Source: an optimization exercise on an open RTL-to-GDS flow (aim: small area). Production flows keep margins and buffers that such runs may drop.
The RTL was checked by simulation tests, not by an equivalence proof against the original design.
No activity file was given, so power comes from the tool's default toggle rates.

Setup of run 1:
## switch_core
module switch_core (
    input  wire         switch_clk,
    input  wire         arst_n_i,
    input  wire  [3:0]   frame_eof_i,
    input  wire  [191:0] src_mac_i,
    input  wire  [191:0] dst_mac_i,
    input  wire  [31:0]  start_ptr_i,
    input  wire  [3:0]   voq_pop_i,
    output wire  [31:0]  voq_ptr_o,
    output wire  [3:0]   voq_valid_o,
    output wire  [3:0]   voq_drop_o
);
    logic [47:0] src_q [3:0];
    logic [47:0] dst_q [3:0];
    logic [7:0]  ptr_q [3:0];
    logic [3:0]  pending_q;
    logic [1:0]  rr_ptr_q;
    always_ff @(posedge switch_clk) begin
        for (int p = 0; p < 4; p++) begin
            if (frame_eof_i[p]) begin
                src_q[p] <= src_mac_i[p*48 +: 48];
                dst_q[p] <= dst_mac_i[p*48 +: 48];
                ptr_q[p] <= start_ptr_i[p*8 +: 8];
            end
        end
    end
    logic [3:0] grant;
    logic [1:0] grant_port;
    logic       found;
    always_comb begin
        grant      = '0;
        grant_port = rr_ptr_q;
        found      = 1'b0;
        for (int i = 0; i < 4; i++) begin
            if (!found && pending_q[2'(rr_ptr_q + 2'(i))]) begin
                found                          = 1'b1;
                grant[2'(rr_ptr_q + 2'(i))]    = 1'b1;
                grant_port                     = 2'(rr_ptr_q + 2'(i));
  ...
Size in the first run: ~2,600 cells after synthesis, about 0.049 mm² of cells after synthesis.
clock: 5.0 ns
lec_check: 0
cap_margin: 0
core_margin: 2
core_utilization: 60
setup_slack_margin: 0.05
slew_margin: 0
standard.sh (not shown) runs the stock make flow with config.mk's settings and CLKGATE_MAP_FILE= SYNTH_SCRIPT=/design/flow/synth_recipe.tcl, a recipe that flattens the netlist after the stock synthesis.
==> flow/flow/run.sh <==
#!/bin/bash
# ORFS layout of the design, as the standard.sh runs it, with these changes:
#  - synthesis maps the logic with an area-oriented ABC script (flow/synth.tcl)
#  - the port buffers are the smallest plain buffer
#  - CTS builds the tree from clkbuf_8 without dummy loads
#  - floorplan skips its pre-placement timing repair (REMOVE_ABC_BUFFERS), which
#    upsized gates on nets that placement buffers anyway
set -euo pipefail
W=$PWD
export MY_ABC_SCRIPT=$W/flow/abc_area.script
export REMOVE_ABC_BUFFERS=1
export BUFFER_PORTS_ARGS="-buffer_cell sky130_fd_sc_hd__buf_1"
export CTS_ARGS="-sink_clustering_enable -repair_clock_nets -dont_use_dummy_load -buf_list sky130_fd_sc_hd__clkbuf_8 -sink_clustering_size 16 -sink_clustering_max_diameter 80"
make -C "$FLOW_HOME" DESIGN_CONFIG="$FLOW_CONFIG" WORK_HOME="$W/orfs" CLKGATE_MAP_FILE= \
  SYNTH_SCRIPT="$W/flow/synth.tcl" finish > "$W/make_finish.log" 2>&1
R=$W/orfs/results/$FLOW_PLATFORM/switch_core/base
: # left out here: write the final layout as DEF
==> flow/flow/abc_area.script <==
&get -n
&st
&dch -f
&nf -a
&put
==> flow/flow/synth.tcl <==
# The standard flow's synthesis script (synth_recipe.tcl) with one change: ABC maps the
# combinational logic with an area-oriented script (flow/abc_area.script)
# instead of ORFS's speed script. Flip-flop mapping, flattening and renaming
# are unchanged.
proc synth {args} { yosys synth -nofsm -noshare {*}$args }
proc abc {args} {
  set i [lsearch -exact $args -script]
  if {$i >= 0} { lset args [expr {$i + 1}] $::env(MY_ABC_SCRIPT) }
  yosys abc {*}$args
}
source $::env(SCRIPTS_DIR)/synth.tcl
# left out here: clear keep_hierarchy, flatten, clean up, hide names made inside functions, write 1_2_yosys.v
Setup changes, run 1 to run 2
diff --git a/flow/flow/run.sh b/flow/flow/run.sh
--- a/flow/flow/run.sh
+++ b/flow/flow/run.sh
@@ -2 +2 @@
-# ORFS layout of the design, as the standard.sh runs it, with these changes:
+# ORFS layout of the design, as the standard.sh runs it, with three changes:
==> flow/flow/abc_area.script <==
&get -n
&st
&dch -f
&nf -a -R 1000
&st
&dch -f
&nf -a -R 1000
&put
Post-detailed-routing wire length delta (run 2 − run 1): unfavourable
For portion of netlist area occupied by mux cells, run 2 and run 1 come out practically identical.
Compared to run 1, run 2 has count of placed standard cells including taps 1.5% lower.
#### Input delta (run 3 over run 2)
diff --git a/flow/flow/run.sh b/flow/flow/run.sh
--- a/flow/flow/run.sh
+++ b/flow/flow/run.sh
@@ -5,3 +5 @@
-#  - CTS builds the tree from clkbuf_8 without dummy loads
-#  - floorplan skips its pre-placement timing repair (REMOVE_ABC_BUFFERS), which
-#    upsized gates on nets that placement buffers anyway
+#  - CTS builds the tree from clkbuf_16 without dummy loads
@@ -11 +8,0 @@
-export REMOVE_ABC_BUFFERS=1
@@ -13 +10 @@
-export CTS_ARGS="-sink_clustering_enable -repair_clock_nets -dont_use_dummy_load -buf_list sky130_fd_sc_hd__clkbuf_8 -sink_clustering_size 16 -sink_clustering_max_diameter 80"
+export CTS_ARGS="-sink_clustering_enable -repair_clock_nets -dont_use_dummy_load -buf_list sky130_fd_sc_hd__clkbuf_16 -sink_clustering_size 26 -sink_clustering_max_diameter 90"
[summary]
Looking at total cell area at the placement stage, run 3 sits about 0.43% above run 2. Measured against each other, run 2 and run 3 differ in global-route usage, the lower figure coming from run 3. Run 3 against run 2: total length of routed wires increased by about 0.4% relative to the old numbers; first-pass GRT wire length closely matched the old numbers; sequential share of layout area decreased by 0.53 points relative to the old numbers; final worst-path setup slack decreased by 0.23 ns relative to the old numbers; area growth from synthesis to layout increased by 0.80 points relative to the old numbers.
Input changes introduced in run 4 (baseline for comparison: run 3):
diff --git a/flow/flow/run.sh b/flow/flow/run.sh
--- a/flow/flow/run.sh
+++ b/flow/flow/run.sh
@@ -5 +5 @@
-#  - CTS builds the tree from clkbuf_16 without dummy loads
+#  - CTS builds the tree from clkbuf_8 without dummy loads
@@ -10 +10 @@
-export CTS_ARGS="-sink_clustering_enable -repair_clock_nets -dont_use_dummy_load -buf_list sky130_fd_sc_hd__clkbuf_16 -sink_clustering_size 26 -sink_clustering_max_diameter 90"
+export CTS_ARGS="-sink_clustering_enable -repair_clock_nets -dont_use_dummy_load -buf_list sky130_fd_sc_hd__clkbuf_8 -sink_clustering_size 16 -sink_clustering_max_diameter 80"
==> run notes <==
- Data arrival time of the worst path ends up lower on run 4.
- In run 4 relative to run 3, total power divided by cell area had gone down slightly.
- [run 4 vs run 3] portion of the layout cell area used by clock cells: lower in run 4
- Summary of run 4 over run 3: total routed wire length on the met1 layer saw little to no change, sequential fraction of total cell area saw an increase.
- Compared to run 3, the router laid down more metal wire for run 4.

port drivers added, routing unchanged:
The results above use ideal ports. As a check the final layouts listed here were re-extracted and re-timed, cells and wires unchanged.
Step 1: set_driving_cell puts a clkbuf_16 on switch_clk and a buf_2 on each other input, an assumption about the parent block.
Step 2, shift: input delay + t, output delay - t, t = (earliest + latest rising clock arrival at the registers) / 2. This alone moves slack from input paths to output paths.
Slacks: no drivers / after step 1 / after step 2; pairs: no drivers / after step 1.
run | t, ns | setup slack, ns | worst register clock-pin slew, ns | worst slew at a driven data input, ns
run 1 | 0.793 | 0.169 / 0.169 / 0.169 | 0.11 / 0.11 | 0.08
run 2 | 0.803 | 0.446 / 0.446 / 0.446 | 0.10 / 0.10 | 0.12
run 3 | 0.730 | 0.217 / 0.217 / 0.217 | 0.11 / 0.11 | 0.08
run 4 | 0.786 | 0.334 / 0.334 / 0.334 | 0.11 / 0.11 | 0.08
After both steps every run listed still meets setup and hold.
